What follows belongs to an exercise in optimizing a design on an open flow for small area, a short achievable clock period and few clock cycles per item; a production flow would make more cautious choices. Where RTL was checked, it was by simulation tests only, not by an equivalence proof against the original.

## mat_engine_top
module mat_engine_top (
    input  logic                           clk,
    input  logic                           rst_n,
    input  logic                           cmd_valid,
    input  logic [1:0]                     cmd_op,
    input  logic [mat_cfg_pkg::ADDR_W-1:0] cmd_addr,
    input  logic [mat_cfg_pkg::OPND_W-1:0] cmd_data,
    input  logic [mat_cfg_pkg::ADDR_W-1:0] rd_addr,
    output logic [mat_cfg_pkg::ACC_W-1:0]  rd_data,
    output logic                           busy,
    output logic                           done
);
Settings: LEC_CHECK=0, CAP_MARGIN=20, CORE_MARGIN=2, CORE_UTILIZATION=40, PLACE_DENSITY=0.6, SETUP_SLACK_MARGIN=3.0, SLEW_MARGIN=20; clock period 8.5 ns.
run.sh (not shown) runs the stock make flow with config.mk's settings and CLKGATE_MAP_FILE= SYNTH_SCRIPT=/design/flow/synth_recipe.tcl, a recipe that flattens the netlist after the stock synthesis.
The baseline finished clean.
Then changed:
--- a/flow/config.mk
+++ b/flow/config.mk
@@ -11,3 +11,3 @@
 export PLACE_DENSITY = 0.6
-export SETUP_SLACK_MARGIN = 3.0
+export SETUP_SLACK_MARGIN = 3.5
 export SLEW_MARGIN = 20
Clock skew went up by 7.3 ps.
Die area is unchanged.
Sequential share of layout area fell by 0.86 points.
Design area rises by about 1.8%.
Then changed:
--- a/flow/config.mk
+++ b/flow/config.mk
@@ -7,2 +7,3 @@
 export LEC_CHECK = 0
+export ABC_CLOCK_PERIOD_IN_PS = 3500
 export CAP_MARGIN = 20
After rerunning:
- The new run completed without violations
- final area does not change
- worst setup slack does not change
- final cell count is unchanged
- utilization does not change
- routed wire length is unchanged
No run of this note included a check of the RTL's function; only the layout flow was run.

========
Setup of north:
mat_engine_top, a different RTL version from the one above (not shown whole).
For scale: roughly 43 I/O pins, about 0.047 sq mm of cells after synthesis.
clock: 8.5 ns
lec_check: 0
cap_margin: 20
core_margin: 2
core_utilization: 55
place_density: 0.7
setup_slack_margin: 3.75
slew_margin: 20
Both conditions hold for north: the flow ran to the end and the final layout passed the timing, DRC and antenna checks.
Testbench counts of north, summed over its fixed seeds: cycles 12,816, items 480.
For south, these inputs were changed with respect to north:
-- flow/config.mk --
<<< north, line 10
export CORE_UTILIZATION = 55
export PLACE_DENSITY = 0.7
export SETUP_SLACK_MARGIN = 3.75
>>> south, line 10
export CORE_UTILIZATION = 65
export PLACE_DENSITY = 0.75
export SETUP_SLACK_MARGIN = 3.5
## What came out
Clock-buffer cell count was higher in north than in south. When south is set beside north, its length of routed met3 wiring turns out to be 2400 um larger. The run showing the greater cell count after placement is north. south reached the final stage; the timing, DRC and antenna checks on its layout passed. Going from north to south, maximum fanout along the worst path shrinks by 1.
Input-level comparison between east and south:
-- flow/config.mk --
<<< south, line 10
export CORE_UTILIZATION = 65
export PLACE_DENSITY = 0.75
>>> east, line 10
export CORE_UTILIZATION = 55
export PLACE_DENSITY = 0.7
Findings:
- Diff south -> east: via count went down by 551; number of nets produced by synthesis was more or less identical; critical path depth went down by 1; aggregate global-route resource usage went down by 7.3 points; transition time at the pin with the least slew margin went down by 100 ps.
- Min clock skew across south and east: east

========
mat_engine_top again, from the RTL that the note above started with.
make LEC_CHECK=0 CAP_MARGIN=20 CORE_MARGIN=2 CORE_UTILIZATION=55 CTS_BUF_LIST=sky130_fd_sc_hd__clkbuf_8 CTS_CLUSTER_SIZE=14 PLACE_DENSITY=0.7 SETUP_SLACK_MARGIN=3.5 SLEW_MARGIN=20 finish   # period 8.5 ns
The starting point finished clean.
Testbench counts at the start, summed over its fixed seeds: cycles 12,816, items 480.
Then changed:
- CTS_BUF_LIST: sky130_fd_sc_hd__clkbuf_8 -> sky130_fd_sc_hd__clkbuf_16
- CTS_CLUSTER_DIAMETER: unset -> 80
- CTS_CLUSTER_SIZE: 14 -> 24
- global-route usage is lower by 0.78 points
- routed wire length falls by 1.7%
- worst hold slack barely changes
- count of clock-buffer cells in the layout decreases by 108
- register-to-register slack stays flat
- cell area decreases by 2.5%
- cell count goes down by 3.9%
- die area stays the same
Then changed:
- CTS_BUF_LIST: sky130_fd_sc_hd__clkbuf_16 -> unset
- CTS_CLUSTER_DIAMETER: 80 -> unset
- CTS_CLUSTER_SIZE: 24 -> unset
- SETUP_SLACK_MARGIN: 3.5 -> 4.0
Outcome: Global-route usage rises by 2.3 points; worst setup slack loses 0.017 ns; area after synthesis does not change; clock skew came out lower by 0.0092 ns; via count is higher by 4.4%; die area does not change; sequential share of layout area shrinks by 3.6 points.
Then changed:
- CAP_MARGIN: 20 -> 5
- CTS_BUF_LIST: unset -> sky130_fd_sc_hd__clkbuf_16
- CTS_CLUSTER_DIAMETER: unset -> 80
- CTS_CLUSTER_SIZE: unset -> 24
- SETUP_SLACK_MARGIN: 4.0 -> 3.5
- SLEW_MARGIN: 20 -> 5
- final area fell by a few percent
- setup slack gets better by 0.019 ns
- routed wire length fell by a little under a tenth

[port drivers added, routing unchanged]
The flow's constraints put no driver on any port. The routed layouts listed below were extracted and timed again, unchanged, in two steps. Step 1 (the two cells are an assumption about what drives the block):
set clk [get_ports {clk}]
set_driving_cell -lib_cell sky130_fd_sc_hd__clkbuf_16 $clk
set_driving_cell -lib_cell sky130_fd_sc_hd__buf_2 [delete_from_list [all_inputs] $clk]
Step 2 also shifts input and output timing later by t, the mid clock arrival at the registers, as if the neighbouring blocks saw the same clock. Three values: no drivers, after step 1, after step 2; two values: the first two.
run | shift t [ns] | setup WS [ns] | worst hold slack (ns) | worst setup path at the end | worst data-port slew with drivers (ns)
the first run of note 1 | 0.754 | 3.017 / 2.951 / 2.357 | 0.416 / 0.416 / 0.416 | input to register | 0.08
the second run of note 1 | 0.734 | 3.368 / 3.193 / 2.813 | 0.421 / 0.421 / 0.421 | input to register | 0.18
the third run of note 1 | 0.734 | 3.368 / 3.193 / 2.813 | 0.421 / 0.421 / 0.421 | input to register | 0.18
north | 0.722 | 3.502 / 3.202 / 3.202 | 0.430 / 0.430 / 0.430 | input to output | 0.33
south | 0.724 | 3.456 / 3.205 / 3.205 | 0.426 / 0.426 / 0.426 | input to output | 0.26
east | 0.714 | 3.491 / 3.145 / 3.145 | 0.429 / 0.429 / 0.429 | input to output | 0.38
the first run of note 3 | 0.883 | 3.492 / 3.140 / 3.140 | 0.431 / 0.431 / 0.431 | input to output | 0.39
the second run of note 3 | 0.689 | 3.482 / 3.123 / 3.123 | 0.430 / 0.430 / 0.430 | input to output | 0.41
the third run of note 3 | 0.725 | 3.465 / 3.088 / 3.088 | 0.434 / 0.434 / 0.434 | input to output | 0.43
the fourth run of note 3 | 0.696 | 3.484 / 3.137 / 3.137 | 0.438 / 0.438 / 0.438 | input to output | 0.39
After both steps setup and hold are still met in every run listed. For the first run of note 1, which loses most, drivers alone change the setup slack by -0.066 ns; drivers and shift together by -0.660 ns.
